Context: an optimization exercise on an open-source flow, tuned for small area. The choices shown serve that exercise and are no tape-out recipe.
Only simulation tests tie the RTL to the original design; equivalence was not proved.
Power and IR drop assume default switching activity.

$ cat flow/run.sh
#!/bin/bash
# synth_recipe.tcl (not shown) runs the flow's synth.tcl, then flattens the netlist and writes it again
# the make line also repeats each setting of config.mk as NAME=value (left out here)
make -C /OpenROAD-flow-scripts/flow DESIGN_CONFIG=/design/flow/config.mk WORK_HOME=/design/flow/orfs CLKGATE_MAP_FILE= SYNTH_SCRIPT=/design/flow/synth_recipe.tcl finish
$ cat flow/config.mk
export PLATFORM = sky130hd
export DESIGN_NAME = flash_ctrl
export DESIGN_NICKNAME = flash_ctrl
export VERILOG_FILES = /design/flow/design.v
export SDC_FILE = /design/flow/constraint.sdc
export NUM_CORES = 4
export LEC_CHECK = 0
export CAP_MARGIN = 20
export CORE_MARGIN = 2
export CORE_UTILIZATION = 40
export SLEW_MARGIN = 20
$ cat flow/constraint.sdc
create_clock -name core_clock -period 10.0 [get_ports {i_clk}]
set_input_delay 2.0000 -clock core_clock [delete_from_list [all_inputs] [get_ports {i_clk}]]
set_output_delay 2.0000 -clock core_clock [all_outputs]
set_load 0.01 [all_outputs]
$ cat flow/design.v
`timescale 1ns/1ps
package flash_ctrl_pkg;
    typedef enum logic [1:0]
    {
        OP_ERASE = 2'd0,
        OP_WRITE = 2'd1,
        OP_READ  = 2'd2
    } user_op_t;
    typedef enum logic [1:0]
    {
        SPI_INS   = 2'd0,      
        SPI_READ  = 2'd1,
        SPI_WRITE = 2'd2
    } spi_op_t;
    typedef enum logic [3:0]
    {
        ST_IDLE,
        ST_LATCH,
        ST_WREN,
        ST_PP_CMD,
        ST_PP_DATA,
        ST_SE_CMD,
        ST_RD_CMD,
        ST_RD_DATA,
        ST_SR_CMD,
        ST_SR_CHECK,
        ST_BUSY_WAIT
    } seq_state_t;
    localparam int ADDR_W = 24;           
    localparam int DATA_W = 8;
    localparam int NUM_W  = 9;            
    localparam int OP_W   = 32;           
    localparam int LEN_W  = 16;
    localparam logic [DATA_W-1:0] CMD_WREN = 8'h06;
    localparam logic [DATA_W-1:0] CMD_PP   = 8'h02;
    localparam logic [DATA_W-1:0] CMD_SE   = 8'h20;
    localparam logic [DATA_W-1:0] CMD_READ = 8'h03;
    localparam logic [DATA_W-1:0] CMD_RDSR = 8'h05;
    localparam int CMD_BITS     = 8;
    localparam int CMDADDR_BITS = 32;
    localparam int STATUS_CLKS  = 16;     
    localparam int SR_WIP_BIT = 0;        
    localparam int BUSY_WAIT_CYCLES = 256;
    localparam int FIFO_DEPTH       = 256;
endpackage
`timescale 1ns/1ps
import flash_ctrl_pkg::*;
module sync_fifo
#(
    parameter int DEPTH = FIFO_DEPTH
)
(
    input  logic              i_clk,
    input  logic              i_rst,
    input  logic              i_wr_en,
    input  logic [DATA_W-1:0] i_wr_data,
    input  logic              i_rd_en,
    output logic [DATA_W-1:0] o_rd_data,
    output logic              o_empty,
    output logic              o_full
);
    localparam int PTR_W = (DEPTH > 1) ? $clog2(DEPTH) : 1;
    localparam int CNT_W = $clog2(DEPTH + 1);
    logic [DATA_W-1:0] r_mem [DEPTH];
    logic [PTR_W-1:0]  r_wr_ptr;
    logic [PTR_W-1:0]  r_rd_ptr;
    logic [CNT_W-1:0]  r_count;
    logic              w_do_wr;
    logic              w_do_rd;
    function automatic logic [PTR_W-1:0] ptr_next(input logic [PTR_W-1:0] ptr);
        ptr_next = (ptr == PTR_W'(DEPTH - 1)) ? '0 : ptr + 1'b1;
    endfunction
    assign o_empty = (r_count == '0);
    assign o_full  = (r_count == CNT_W'(DEPTH));
    assign w_do_wr = i_wr_en && !o_full;
    assign w_do_rd = i_rd_en && !o_empty;
    always_ff @(posedge i_clk)
    begin
        if (w_do_wr)
            r_mem[r_wr_ptr] <= i_wr_data;
        if (w_do_rd)
            o_rd_data <= r_mem[r_rd_ptr];    
    end
    always_ff @(posedge i_clk or posedge i_rst)
    begin
        if (i_rst)
        begin
            r_wr_ptr <= '0;
            r_rd_ptr <= '0;
            r_count  <= '0;
        end
        else
        begin
            if (w_do_wr)
                r_wr_ptr <= ptr_next(r_wr_ptr);
            if (w_do_rd)
                r_rd_ptr <= ptr_next(r_rd_ptr);
            case ({w_do_wr, w_do_rd})
                2'b10:   r_count <= r_count + 1'b1;
                2'b01:   r_count <= r_count - 1'b1;
                default: r_count <= r_count;
            endcase
        end
    end
endmodule
`timescale 1ns/1ps
import flash_ctrl_pkg::*;
module flash_seq
(
    input  logic              i_clk,
    input  logic              i_rst,
    input  logic [1:0]        i_op_type,
    input  logic [ADDR_W-1:0] i_op_addr,
    input  logic [NUM_W-1:0]  i_op_num,
    input  logic              i_op_valid,
    output logic              o_op_ready,
    output logic [OP_W-1:0]   o_spi_op_data,
    output logic [1:0]        o_spi_op_type,
    output logic [LEN_W-1:0]  o_spi_op_len,
    output logic [LEN_W-1:0]  o_spi_clk_len,
    output logic              o_spi_op_valid,
    input  logic              i_spi_op_ready,
    input  logic [DATA_W-1:0] i_spi_read_data,
    input  logic              i_spi_read_valid,
    output logic              o_rd_fifo_wr,
    output logic              o_rd_done
);
    logic [3:0]        r_state;
    logic [3:0]        r_state_d;
    logic [3:0]        w_state_nxt;
    logic [1:0]        r_type;
    logic [ADDR_W-1:0] r_addr;
    logic [NUM_W-1:0]  r_num;
    logic              r_ready_d;
    logic [LEN_W-1:0]  r_wait_cnt;
    logic              r_sr_seen;
    logic              r_sr_busy;
    logic              w_op_accept;
    logic              w_spi_accept;
    logic              w_ready_rise;
    logic              w_state_entry;
    logic              w_cmd_state;
    logic              w_sr_busy;
    logic [LEN_W-1:0]  w_data_clks;
    assign w_op_accept   = i_op_valid && o_op_ready;
    assign w_spi_accept  = o_spi_op_valid && i_spi_op_ready;
    assign w_ready_rise  = i_spi_op_ready && !r_ready_d;     
    assign w_state_entry = (r_state != r_state_d);
    assign w_cmd_state   = (r_state == ST_WREN) || (r_state == ST_PP_CMD) || (r_state == ST_SE_CMD)
                        || (r_state == ST_RD_CMD) || (r_state == ST_SR_CMD);
    assign w_data_clks   = LEN_W'(CMDADDR_BITS) + (LEN_W'(r_num) << 3);
    assign w_sr_busy = r_sr_seen ? r_sr_busy : (i_spi_read_valid & i_spi_read_data[SR_WIP_BIT]);
    assign o_rd_fifo_wr = (r_state == ST_RD_DATA) && i_spi_read_valid;
    always_comb
    begin
        w_state_nxt = r_state;
        case (r_state)
            ST_IDLE:
                if (w_op_accept)
                    w_state_nxt = ST_LATCH;
            ST_LATCH:
                w_state_nxt = (r_type == OP_READ) ? ST_RD_CMD : ST_WREN;
            ST_WREN:
                if (w_spi_accept)
                    w_state_nxt = (r_type == OP_ERASE) ? ST_SE_CMD : ST_PP_CMD;
            ST_PP_CMD:
                if (w_spi_accept)
                    w_state_nxt = ST_PP_DATA;
            ST_PP_DATA:
                if (w_ready_rise)
                    w_state_nxt = ST_SR_CMD;
            ST_SE_CMD:
                if (w_spi_accept)
                    w_state_nxt = ST_SR_CMD;
            ST_RD_CMD:
                if (w_spi_accept)
                    w_state_nxt = ST_RD_DATA;
            ST_RD_DATA:
                if (w_ready_rise)
                    w_state_nxt = ST_SR_CMD;
            ST_SR_CMD:
                if (w_spi_accept)
                    w_state_nxt = ST_SR_CHECK;
            ST_SR_CHECK:
                if (w_ready_rise)
                    w_state_nxt = w_sr_busy ? ST_BUSY_WAIT : ST_IDLE;
            ST_BUSY_WAIT:
                if (r_wait_cnt == LEN_W'(BUSY_WAIT_CYCLES - 1))
                    w_state_nxt = ST_SR_CMD;         
            default:
                w_state_nxt = ST_IDLE;
        endcase
    end
    always_ff @(posedge i_clk or posedge i_rst)
    begin
        if (i_rst)
        begin
            r_state        <= ST_IDLE;
            r_state_d      <= ST_IDLE;
            r_ready_d      <= 1'b1;      
            r_wait_cnt     <= '0;
            o_op_ready     <= 1'b1;
            o_spi_op_valid <= 1'b0;
            o_rd_done      <= 1'b0;
        end
        else
        begin
            r_state    <= w_state_nxt;
            r_state_d  <= r_state;
            r_ready_d  <= i_spi_op_ready;
            r_wait_cnt <= (r_state == ST_BUSY_WAIT) ? r_wait_cnt + 1'b1 : '0;
            o_op_ready <= (w_state_nxt == ST_IDLE);
            o_rd_done  <= (r_state == ST_RD_DATA) && w_ready_rise;
            if (w_spi_accept)
                o_spi_op_valid <= 1'b0;
            else if (w_state_entry && w_cmd_state)
                o_spi_op_valid <= 1'b1;
        end
    end
    always_ff @(posedge i_clk or posedge i_rst)
    begin
        if (i_rst)
        begin
            r_sr_seen <= 1'b0;
            r_sr_busy <= 1'b0;
        end
        else if (r_state == ST_SR_CMD)
        begin
            r_sr_seen <= 1'b0;
            r_sr_busy <= 1'b0;
        end
        else if ((r_state == ST_SR_CHECK) && i_spi_read_valid && !r_sr_seen)
        begin
            r_sr_seen <= 1'b1;
            r_sr_busy <= i_spi_read_data[SR_WIP_BIT];
        end
    end
    always_ff @(posedge i_clk)
    begin
        if (w_op_accept)
        begin
            r_type <= i_op_type;
            r_addr <= i_op_addr;
            r_num  <= i_op_num;
        end
    end
    always_ff @(posedge i_clk)
    begin
        if (w_state_entry)
        begin
            case (r_state)
                ST_WREN:
                begin
                    o_spi_op_data <= {CMD_WREN, ADDR_W'(0)};
                    o_spi_op_type <= SPI_INS;
                    o_spi_op_len  <= LEN_W'(CMD_BITS);
                    o_spi_clk_len <= LEN_W'(CMD_BITS);
                end
                ST_PP_CMD:
                begin
                    o_spi_op_data <= {CMD_PP, r_addr};
                    o_spi_op_type <= SPI_WRITE;
                    o_spi_op_len  <= LEN_W'(CMDADDR_BITS);
                    o_spi_clk_len <= w_data_clks;
                end
                ST_SE_CMD:
                begin
                    o_spi_op_data <= {CMD_SE, r_addr};
                    o_spi_op_type <= SPI_INS;
                    o_spi_op_len  <= LEN_W'(CMDADDR_BITS);
                    o_spi_clk_len <= LEN_W'(CMDADDR_BITS);
                end
                ST_RD_CMD:
                begin
                    o_spi_op_data <= {CMD_READ, r_addr};
                    o_spi_op_type <= SPI_READ;
                    o_spi_op_len  <= LEN_W'(CMDADDR_BITS);
                    o_spi_clk_len <= w_data_clks;
                end
                ST_SR_CMD:
                begin
                    o_spi_op_data <= {CMD_RDSR, ADDR_W'(0)};
                    o_spi_op_type <= SPI_READ;
                    o_spi_op_len  <= LEN_W'(CMD_BITS);
                    o_spi_clk_len <= LEN_W'(STATUS_CLKS);
                end
                default:
                    ;
            endcase
        end
    end
endmodule
`timescale 1ns/1ps
import flash_ctrl_pkg::*;
module read_framer
(
    input  logic              i_clk,
    input  logic              i_rst,
    input  logic              i_rd_done,
    input  logic              i_fifo_empty,
    input  logic [DATA_W-1:0] i_fifo_data,
    output logic              o_fifo_rd,
    output logic [DATA_W-1:0] o_rd_data,
    output logic              o_rd_valid,
    output logic              o_rd_sop,
    output logic              o_rd_eop
);
    logic r_reading;
    logic r_valid;
    logic r_sop;
    assign o_fifo_rd = r_reading && !i_fifo_empty;
    always_ff @(posedge i_clk or posedge i_rst)
    begin
        if (i_rst)
            r_reading <= 1'b0;
        else if (i_rd_done)
            r_reading <= 1'b1;           
        else if (r_reading && i_fifo_empty)
            r_reading <= 1'b0;
    end
    always_ff @(posedge i_clk or posedge i_rst)
    begin
        if (i_rst)
        begin
            r_valid <= 1'b0;
            r_sop   <= 1'b0;
        end
        else
        begin
            r_valid <= o_fifo_rd;                
            r_sop   <= o_fifo_rd && !r_valid;    
        end
    end
    assign o_rd_data  = i_fifo_data;
    assign o_rd_valid = r_valid;
    assign o_rd_sop   = r_sop;
    assign o_rd_eop   = r_valid && i_fifo_empty;
endmodule
`timescale 1ns/1ps
import flash_ctrl_pkg::*;
module flash_ctrl
(
    input  logic              i_clk,
    input  logic              i_rst,
    input  logic [1:0]        i_op_type,
    input  logic [ADDR_W-1:0] i_op_addr,
    input  logic [NUM_W-1:0]  i_op_num,
    input  logic              i_op_valid,
    output logic              o_op_ready,
    input  logic [DATA_W-1:0] i_wr_data,
    input  logic              i_wr_sop,
    input  logic              i_wr_eop,
    input  logic              i_wr_valid,
    output logic [DATA_W-1:0] o_rd_data,
    output logic              o_rd_sop,
    output logic              o_rd_eop,
    output logic              o_rd_valid,
    output logic [OP_W-1:0]   o_spi_op_data,
    output logic [1:0]        o_spi_op_type,
    output logic [LEN_W-1:0]  o_spi_op_len,
    output logic [LEN_W-1:0]  o_spi_clk_len,
    output logic              o_spi_op_valid,
    input  logic              i_spi_op_ready,
    output logic [DATA_W-1:0] o_spi_write_data,
    input  logic              i_spi_write_req,
    input  logic [DATA_W-1:0] i_spi_read_data,
    input  logic              i_spi_read_valid
);
    logic [DATA_W-1:0] r_wr_data;
    logic              r_wr_valid;
    logic              rd_fifo_wr;
    logic              rd_fifo_rd;
    logic              rd_fifo_empty;
    logic [DATA_W-1:0] rd_fifo_data;
    logic              rd_done;
    always_ff @(posedge i_clk or posedge i_rst)
    begin
        if (i_rst)
            r_wr_valid <= 1'b0;
        else
            r_wr_valid <= i_wr_valid;
    end
    always_ff @(posedge i_clk)
    begin
        r_wr_data <= i_wr_data;
    end
    flash_seq u_seq (
        .i_clk            (i_clk),
        .i_rst            (i_rst),
        .i_op_type        (i_op_type),
        .i_op_addr        (i_op_addr),
        .i_op_num         (i_op_num),
        .i_op_valid       (i_op_valid),
        .o_op_ready       (o_op_ready),
        .o_spi_op_data    (o_spi_op_data),
        .o_spi_op_type    (o_spi_op_type),
        .o_spi_op_len     (o_spi_op_len),
        .o_spi_clk_len    (o_spi_clk_len),
        .o_spi_op_valid   (o_spi_op_valid),
        .i_spi_op_ready   (i_spi_op_ready),
        .i_spi_read_data  (i_spi_read_data),
        .i_spi_read_valid (i_spi_read_valid),
        .o_rd_fifo_wr     (rd_fifo_wr),
        .o_rd_done        (rd_done)
    );
    sync_fifo #(.DEPTH(FIFO_DEPTH)) u_wr_fifo (
        .i_clk     (i_clk),
        .i_rst     (i_rst),
        .i_wr_en   (r_wr_valid),
        .i_wr_data (r_wr_data),
        .i_rd_en   (i_spi_write_req),
        .o_rd_data (o_spi_write_data),
        .o_empty   (),
        .o_full    ()
    );
    sync_fifo #(.DEPTH(FIFO_DEPTH)) u_rd_fifo (
        .i_clk     (i_clk),
        .i_rst     (i_rst),
        .i_wr_en   (rd_fifo_wr),
        .i_wr_data (i_spi_read_data),
        .i_rd_en   (rd_fifo_rd),
        .o_rd_data (rd_fifo_data),
        .o_empty   (rd_fifo_empty),
        .o_full    ()
    );
    read_framer u_framer (
        .i_clk        (i_clk),
        .i_rst        (i_rst),
        .i_rd_done    (rd_done),
        .i_fifo_empty (rd_fifo_empty),
        .i_fifo_data  (rd_fifo_data),
        .o_fifo_rd    (rd_fifo_rd),
        .o_rd_data    (o_rd_data),
        .o_rd_valid   (o_rd_valid),
        .o_rd_sop     (o_rd_sop),
        .o_rd_eop     (o_rd_eop)
    );
endmodule
==> run summary <==
==> metrics by stage <==
| stage | utilization | total power, mW | instances | hold WS [ps] | worst slack (ps) |
|---|---|---|---|---|---|
| after detailed placement | 0.418 | 31.7 | 13100 | 433 | 3490 |
| after global routing | 0.452 | 48.9 | 13900 | 457 | 4220 |
| after CTS | 0.452 | 47.7 | 13900 | 451 | 4500 |
| after floorplan | - | 28.1 | 7858 | 352 | 5010 |
| after global placement | 0.418 | 31.6 | 13100 | 439 | 3600 |
| final | 0.452 | 47.3 | 13900 | 441 | 4440 |
==> Yosys cell counts (all sizes together), types with 4 or more instances <==
master,instances,share of area
a31oi,17,0.00064
nor3b,4,0.00021
clkbuf,194,0.0044
dfrtp,82,0.012
nor4,20,0.00075
mux2,56,0.0038
nand2,190,0.0043
clkinv,5,0.00012
or3,5,0.00019
a21oi,76,0.0023
o21ai,95,0.0028
a221oi,17,0.00089
a22o,7,0.00037
nor2,615,0.014
o2111ai,5,0.00026
mux2i,238,0.014
o21bai,5,0.00022
nand4,9,0.00034
xnor2,28,0.0015
nor2b,51,0.0019
ha,24,0.0018
dfxtp,8,0.00096
inv,21,0.00047
mux4,1078,0.15
a211o,10,0.00052
nor3,58,0.0017
nand2b,17,0.00064
a221o,17,0.0010
o41ai,9,0.00047
o311ai,5,0.00026
a21o,10,0.00045
o31ai,12,0.00054
and2,10,0.00037
a2111oi,8,0.00042
and3,13,0.00049
xor2,25,0.0013
nand3b,26,0.0012
edfxtp,4189,0.75
nand3,68,0.0020
a211oi,45,0.0020
o22ai,82,0.0031
o221ai,18,0.00094
buf,289,0.012
a22oi,27,0.0012
o21a,4,0.00018
==> power breakdown <==
group / switching [mW] / internal, mW / leakage [nW]
combinational: 6.05 / 4.61 / 11.5
sequential: 0.484 / 20.1 / 38.8
clock: 6.85 / 9.26 / 6.84
==> cell type report <==
| class | count | share of cell area |
|---|---|---|
| Inverter | 26 | 0.000571 |
| Clock buffer | 535 | 0.0600 |
| Antenna cell | 1 | 0.0000133 |
| Tap cell | 5497 | 0.0365 |
| Multi-Input combinational cell | 3067 | 0.194 |
| Sequential cell | 4281 | 0.680 |
| Clock inverter | 262 | 0.0155 |
| Timing Repair Buffer | 256 | 0.0134 |
==> cells in the final DEF (no fill, tap or decap), types with 28 or more instances in the layout <==
cell type	count
edfxtp_1	4189
bufinv_16	47
nor2_1	613
mux2_2	56
mux2i_1	238
buf_4	115
a21oi_1	74
nand3_1	52
clkdlybuf4s50_1	112
nor2b_1	48
dfrtp_1	70
clkinv_1	112
clkinv_2	56
nor3_1	58
nand2_1	187
a211oi_1	45
o21ai_0	91
o22ai_1	82
clkbuf_16	431
mux4_2	1055
xnor2_1	28
clkbuf_1	92
==> routing by layer <==
metal	up-vias	GRT usage	wire length, µm
li1	33000	-	-
met1	42300	0.256	164000
met2	2922	0.306	196000
met5	-	0	13
met4	2	0.0536	12100
met3	628	0.0303	28200
==> worst max-delay path, cell delays in order <==
cell and delay [ps]:
clkdlybuf4s50_1 560, nand4_1 130, a21oi_1 610, inv_1 270
nor3b_1 540, nand2_1 750, buf_4 530, nor2_1 690
==> final timing paths <==
| check | start | end | slack (ps) |
|---|---|---|---|
| worst max-delay path | i_spi_read_valid | u_rd_fifo.r_mem[9][3] | 4440 |
| worst min-delay path | u_seq.o_rd_done | u_framer.r_reading | 440 |
| worst max register to register | u_rd_fifo.r_count[3] | u_rd_fifo.r_count[6] | 4640 |
| worst min register to register | u_seq.o_rd_done | u_framer.r_reading | 440 |
| max in group asynchronous | i_rst | u_rd_fifo.r_rd_ptr[2] | 7150 |
| min in group asynchronous | i_rst | u_wr_fifo.r_rd_ptr[0] | 1440 |
==> flip-flops by register name, summed over array words and instances, names as in the netlist, 10 cells and up <==
register	cells
u_rd_fifo.r_mem	2048
u_wr_fifo.r_mem	2048
u_seq.o_spi_op_data	28
u_seq.r_addr	24
u_seq.r_wait_cnt	16
u_seq.o_spi_clk_len	10
==> cells by family (layout without fill, tap and decap cells) <==
| group | count (synthesis) | count (layout) | share of synthesized area |
|---|---|---|---|
| AOI/OAI and AO/OA | 492 | 492 | 0.0199 |
| and+or+nand+nor | 1101 | 1101 | 0.0286 |
| xor gates and xnor gates | 53 | 53 | 0.00278 |
| DFF | 4281 | 4281 | 0.766 |
| muxes | 1372 | 1372 | 0.164 |
| adders and majority gates | 25 | 25 | 0.00192 |
| buffers and inverters | 510 | 1079 | 0.0166 |
| other | 1 | 25 | 0.0000224 |
==> summary.md <==
| Metric | Value |
|---|---|
| Placement Cell Area | `174000 µm²` |
| Iter 0 DRT Violations | `8797` |
| Drt total wl | `401000 µm` |
| Core area | `416000 µm²` |
| Area of the multi-input gates | `36500 µm²` |
| Crit share post-route | `0.556` |
| Residual DRC count | `0` |
| Unrepaired setup endpoints after global routing | `false` |
| Final Skew | `118 ps` |
| Critical path type | `input pin to flop` |
| Pwr Density | `251 nW/µm²` |
| Top_reg_cell synth | `edfxtp_1` |
| DRT antenna net count | `0` |
| Post-synth EDFFs | `4189` |
| Peak VDD IR | `215 µV` |
| CP Max Fanout | `9` |
| Clk root buf | `clkbuf_16` |
| Layout cell share with drive strength beyond 1 | `0.227` |
| Setup TNS | `0 ps` |
| Total GRT Usage | `0.186` |
| Total die area | `423000 µm²` |
| Post-route minimum period | `5560 ps` |
| WP data required | `10540 ps` |
| Synth cell types | `84` |
| Yosys reg bits | `4281` |
| Remaining Overflow, GRT | `0` |
| Clk buf depth | `4` |
| Static leakage | `57.2 nW` |
| DR WL/cell | `28.8 µm` |
| CP Capture Type | `flop` |
| Final setup viols | `0` |
| IO Pins | `147` |
| Max_cap viols | `0` |
| Crit path DAT | `6100 ps` |
| FFs w/ async S/R, synth | `0.0196` |
| Final Cell Area | `188000 µm²` |
| Die height | `650 µm` |
| Mapped cell area | `167000 µm²` |
| First-pass GRT wire length | `579000 µm` |
| Clk Latency, worst-skew pair | `1020 ps` |
| Cells after Synth | `7835` |
| Layout area overhead | `12.7%` |
| Cell row count | `237` |
| Max Freq | `180 MHz` |
| Clock Sinks | `4281` |
| Startpoint types | `input pin` |
| Max-slew violations | `0` |
| Antenna violations before repair | `7` |
| Nets | `8146` |
| Post-DP HPWL | `236000 µm` |
| Postcts setup bufs | `0` |
| Hold Crit Class | `flop to flop` |
| WHS Path Cells | `1` |
| Worst R2R Path Depth | `14` |
| Vias in the first global route | `81100` |
| Largest net degree at the start of global routing | `253` |
| Final hold vios | `0` |
| Seq. cell area | `128000 µm²` |
| Register area share after synthesis | `0.766` |
| Via count | `78900` |
| CTS Buf Count | `429` |
| Syn. warnings | `4` |
| Worst slew pin tran | `1180 ps` |
| CTS clk-pin slew, worst paths | `60 ps` |
| TritonCTS clock tree | `done` |
| Run status | `finished clean` |
| GPL Wtd Cong | `0.833` |
| Post-synthesis area per instance | `21.3 µm²` |
| Vias per cell | `5.66` |
| Max-slew headroom | `0.216` |
| Fill cell count | `34700` |
| First-pass DRT Iterations | `6` |
| Hold buffer count at cts | `0` |
| Initial Utilization | `0.401` |
| Input/output buffers | `120` |
| # resized after CTS | `0` |
| Die width | `650 µm` |
| H-tree depth | `5` |

re-timing with driven ports:
No port has a modelled driver above. Below, the same layout with a new extraction and two added sets of constraints. Step 1 sets driving cells, clkbuf_16 on the clock port and buf_2 on the other inputs (assumed; they add their load-dependent delay and slew). Step 2, shift: input delay + t, output delay - t, t = (earliest + latest rising clock arrival at the registers) / 2. This alone moves slack from input paths to output paths. Three values: no drivers, after step 1, after step 2; two values: the first two.
shift t [ns]: 1.063
setup WS [ns]: 4.442 / 4.525 / 3.462
worst setup path after step 2: input to register
cell pins on the clock port's net: 1
After both steps setup and hold are still met in this run. For this run, drivers alone change the setup slack by +0.083 ns; drivers and shift together by -0.980 ns.
